Source: an optimization exercise on an open RTL-to-GDS flow (aim: small area, a short achievable clock period and few clock cycles per item). Production flows keep margins and buffers that such runs may drop. Where RTL was checked, it was by simulation tests only, not by an equivalence proof against the original. Power is estimated from default activity; no workload was simulated.

// huff_top
module huff_top
(
  input  logic       clk,
  input  logic       rst,
  input  logic       sym_req,
  input  logic [3:0] sym,
  output logic       sym_ack,
  output logic       table_start,
  output logic       table_valid,
  output logic       table_bit,
  output logic       table_done
);
  localparam logic [8:0] WMAX = 9'h1FF;         
  localparam logic [1:0] M_INIT = 2'd0;         
  localparam logic [1:0] M_COLL = 2'd1;         
  localparam logic [1:0] M_WAIT = 2'd2;         
  localparam logic [1:0] M_BLD  = 2'd3;         
  logic [1:0] mode;
  logic [3:0] p;                                
  logic       first;                            
  logic       last_p;                           
  logic [3:0] rnd;                              
  logic [7:0] blk;                              
  logic       take;
  logic       wrdy;                             
  logic       fin;                              
  logic       merged;                           
  logic [3:0] symq;                             
  logic       tq;                               
  assign last_p = (p == 4'd9);
  assign take   = sym_req & ~sym_ack & (mode == M_COLL);
  assign merged = (mode == M_BLD) & (rnd != 4'd0);
  logic [8:0] w  [10];                          
  logic [2:0] sm [10];                          
  logic [3:0] n;                                
  logic [3:0] n2;                               
  logic [2:0] sm_n2;
  logic [2:0] smq;                              
  assign n  = last_p ? 4'd0 : p + 4'd1;
  ...
==> module huff_top, before the edit <==
module huff_top
(
  input  logic       clk,
  input  logic       rst,
  input  logic       sym_req,
  input  logic [3:0] sym,
  output logic       sym_ack,
  output logic       table_start,
  output logic       table_valid,
  output logic       table_bit,
  output logic       table_done
);
  localparam logic [8:0] WMAX = 9'h1FF;         
  localparam logic [1:0] M_INIT = 2'd0;         
  localparam logic [1:0] M_COLL = 2'd1;         
  localparam logic [1:0] M_WAIT = 2'd2;         
  localparam logic [1:0] M_BLD  = 2'd3;         
  logic [1:0] mode;
  logic [3:0] p;                                
  logic       first;                            
  logic       last_p;                           
  logic [3:0] rnd;                              
  logic [7:0] blk;                              
  logic       take;
  logic       wrdy;                             
  logic       fin;                              
  logic       merged;                           
  logic [3:0] symq;                             
  logic       tq;                               
  assign last_p = (p == 4'd9);
  assign take   = sym_req & ~sym_ack & (mode == M_COLL);
  assign merged = (mode == M_BLD) & (rnd != 4'd0);
  logic [8:0] w  [10];                          
  logic [2:0] sm [10];                          
  logic [3:0] n;                                
  logic [3:0] n2;                               
  logic [2:0] sm_n2;
  logic [2:0] smq;                              
  assign n  = last_p ? 4'd0 : p + 4'd1;
  assign n2 = (p == 4'd8) ? 4'd0 : (last_p ? 4'd1 : p + 4'd2);
  always_comb
  begin
    sm_n2 = '0;
    for (int i = 0; i < 10; i++)
      if (n2 == 4'(i))
        sm_n2 = sm[i];
  end
  logic [8:0] best_w, sec_w, sum_r;
  logic [3:0] best_i, sec_i, a_r, b_r;
  logic [8:0] sumv;
  logic [8:0] xd;                               
  logic       lt_b, lt_s;
  logic       mod_en;                           
  logic [3:0] a_e, b_e;
  assign sumv   = best_w + sec_w;               
  assign xd     = ~(first & merged) ? w[0] :
                  (best_i == 4'd0) ? WMAX : ((sec_i == 4'd0) ? sumv : w[0]);
  assign lt_b   = (w[0] <= best_w);             
  assign lt_s   = (w[0] <= sec_w);
  assign mod_en = merged & ~last_p;
  assign a_e    = first ? best_i : a_r;
  assign b_e    = first ? sec_i : b_r;
  always_ff @(posedge clk)
  begin
    for (int i = 0; i < 8; i++)
      w[i+1] <= w[i+2];
    w[9] <= ((mode == M_INIT) || (mode == M_BLD && rnd == 4'd8)) ? 9'd0 : xd;
    if (mode == M_INIT)
      w[0] <= 9'd0;
    else if (mod_en && n == a_e)
      w[0] <= WMAX;
    else if (mod_en && n == b_e)
      w[0] <= first ? sumv : sum_r;
    else
      w[0] <= w[1] + {6'd0, smq};
    smq  <= (mode == M_INIT) ? 3'd0 : sm_n2;
    for (int i = 0; i < 10; i++)
      sm[i] <= ((n2 == 4'(i)) ? 3'd0 : sm[i]) + {2'd0, tq && (symq == 4'(i))};
    symq <= sym;
    tq   <= take;
    if (first)
    begin
      best_w <= xd;
      best_i <= p;
      sec_w  <= WMAX;
      sum_r  <= sumv;                           
      a_r    <= best_i;
      b_r    <= sec_i;
    end
    else if (lt_b)
    begin
      best_w <= w[0];
      best_i <= p;
      sec_w  <= best_w;
      sec_i  <= best_i;
    end
    else if (lt_s)
    begin
      sec_w <= w[0];
      sec_i <= p;
    end
  end
  logic [7:0] rec [9];                          
  logic [3:0] q;                                
  logic [3:0] ra, rb;
  assign ra = rec[0][7:4];
  assign rb = rec[0][3:0];
  always_ff @(posedge clk)
  begin
    for (int i = 0; i < 8; i++)
      rec[i] <= rec[i+1];
    rec[8] <= (first && (merged || fin)) ? {best_i, sec_i} : rec[0];
  end
  localparam logic [1:0] E_IDLE = 2'd0;
  localparam logic [1:0] E_SYNC = 2'd1;         
  localparam logic [1:0] E_WALK = 2'd2;         
  localparam logic [1:0] E_EMIT = 2'd3;         
  logic [1:0] est;
  logic [3:0] dig;
  logic [3:0] s;                                
  logic [9:0] code;                             
  logic       last_bit;
  assign last_bit = (code[9:1] == 9'd1);
  always_ff @(posedge clk)
  begin
    case (est)
      E_WALK:
        if (s == ra)
        begin
          code <= {code[8:0], 1'b0};
          s    <= rb;
        end
        else if (s == rb)
          code <= {code[8:0], 1'b1};
      E_EMIT:
      begin
        code <= {1'b0, code[9:1]};
        if (last_bit)
        begin
          dig <= dig + 4'd1;
          s   <= dig + 4'd1;
        end
      end
      default:
        ;
    endcase
    if (fin)
    begin
      dig  <= '0;
      s    <= '0;
      code <= 10'd1;
    end
  end
  always_ff @(posedge clk or negedge rst)
  begin
    if (!rst)
    begin
      mode        <= M_INIT;
      p           <= '0;
      first       <= 1'b1;
      rnd         <= '0;
      blk         <= '0;
      wrdy        <= 1'b0;
      fin         <= 1'b0;
      sym_ack     <= 1'b0;
      q           <= '0;
      est         <= E_IDLE;
      table_start <= 1'b0;
      table_valid <= 1'b0;
      table_bit   <= 1'b0;
      table_done  <= 1'b0;
    end
    else
    begin
      p       <= n;
      first   <= last_p;
      sym_ack <= sym_req & (sym_ack | (mode == M_COLL));
      if (tq)
        blk <= blk + 8'd1;
      fin <= 1'b0;
      case (mode)
        M_INIT:
          if (last_p)
            mode <= M_COLL;
        M_COLL:
          if (tq && blk == 8'd255)
            mode <= M_WAIT;
        M_WAIT:
          if (p == 4'd8)
            wrdy <= 1'b1;
          else if (last_p && wrdy)
          begin
            wrdy <= 1'b0;
            mode <= M_BLD;
            rnd  <= '0;
          end
        default:
          if (last_p)
          begin
            rnd <= rnd + 4'd1;
            if (rnd == 4'd8)
            begin
              mode <= M_COLL;
              fin  <= 1'b1;
            end
          end
      endcase
      q <= (fin || q == 4'd8) ? 4'd0 : q + 4'd1;
      table_start <= 1'b0;
      table_valid <= 1'b0;
      table_bit   <= 1'b0;
      table_done  <= 1'b0;
      case (est)
        E_IDLE:
          ;
        E_SYNC:
          if (dig == 4'd10)
          begin
            table_done <= 1'b1;
            est        <= E_IDLE;
          end
          else if (q == 4'd8)
            est <= E_WALK;
        E_WALK:
          if (q == 4'd8)
            est <= E_EMIT;
        default:
        begin
          table_valid <= 1'b1;
          table_bit   <= code[0];
          if (last_bit)
            est <= (q == 4'd8 && dig != 4'd9) ? E_WALK : E_SYNC;
        end
      endcase
      if (fin)
      begin
        table_start <= 1'b1;
        est         <= E_WALK;
      end
    end
  end
endmodule
Settings: LEC_CHECK=0, CAP_MARGIN=20, CORE_MARGIN=2, CORE_UTILIZATION=40, CTS_BUF_LIST=sky130_fd_sc_hd__clkbuf_8, CTS_CLUSTER_DIAMETER=50, CTS_CLUSTER_SIZE=16, PLACE_DENSITY=0.6, SETUP_SLACK_MARGIN=2.7, SLEW_MARGIN=20; clock period 5.0 ns.
run.sh (not shown) runs the stock make flow with config.mk's settings and CLKGATE_MAP_FILE= SYNTH_SCRIPT=/design/flow/synth_recipe.tcl, a recipe that flattens the netlist after the stock synthesis.
The starting point ran to the end with no violations.
Testbench counts at the start, summed over its fixed seeds: cycles 40,543, blocks 64.
Rerun with:
--- a/flow/design.v
+++ b/flow/design.v
@@ -35,13 +35,12 @@
   logic [2:0] sm [10];                          
   logic [3:0] n;                                
   logic [3:0] n2;                               
   logic [2:0] sm_n2;
   logic [2:0] smq;                              
   assign n  = last_p ? 4'd0 : p + 4'd1;
-  assign n2 = (p == 4'd8) ? 4'd0 : (last_p ? 4'd1 : p + 4'd2);
   always_comb
   begin
     sm_n2 = '0;
     for (int i = 0; i < 10; i++)
       if (n2 == 4'(i))
         sm_n2 = sm[i];
@@ -155,12 +154,13 @@
   always_ff @(posedge clk or negedge rst)
   begin
     if (!rst)
     begin
       mode        <= M_INIT;
       p           <= '0;
+      n2          <= 4'd2;
       first       <= 1'b1;
       rnd         <= '0;
       blk         <= '0;
       wrdy        <= 1'b0;
       fin         <= 1'b0;
       sym_ack     <= 1'b0;
@@ -171,12 +171,13 @@
       table_bit   <= 1'b0;
       table_done  <= 1'b0;
     end
     else
     begin
       p       <= n;
+      n2      <= (n2 == 4'd9) ? 4'd0 : n2 + 4'd1;
       first   <= last_p;
       sym_ack <= sym_req & (sym_ack | (mode == M_COLL));
       if (tq)
         blk <= blk + 8'd1;
       fin <= 1'b0;
       case (mode)
Outcome: The changed run ran to the end with no violations; count of clock-buffer cells in the layout goes down by 1; area after synthesis barely changes; power goes up by 4.9%; via count goes down by 2.2%; synthesized cell count goes down by 1.2%; global-route usage goes down by 0.30 points; combinational power goes up by 19%.
For the second run of this note, only the layout was checked, not whether the RTL still works.

[separate check: timing with driven ports]
No port has a modelled driver above. Below, the same layouts with a new extraction and two added sets of constraints. Step 1 sets driving cells, clkbuf_16 on the clock port and buf_2 on the other inputs (assumed; they add their load-dependent delay and slew). Step 2, shift: input delay + t, output delay - t, t = (earliest + latest rising clock arrival at the registers) / 2. This alone moves slack from input paths to output paths. Slacks: ideal / step 1 / step 2; pairs: ideal / step 1.
run	shift t [ns]	setup slack, ns	latest minus earliest clock arrival (ns)
the first run	0.609	2.730 / 2.730 / 2.730	0.032 / 0.033
the second run	0.611	2.635 / 2.635 / 2.635	0.017 / 0.016
After both steps every run listed still meets setup and hold.
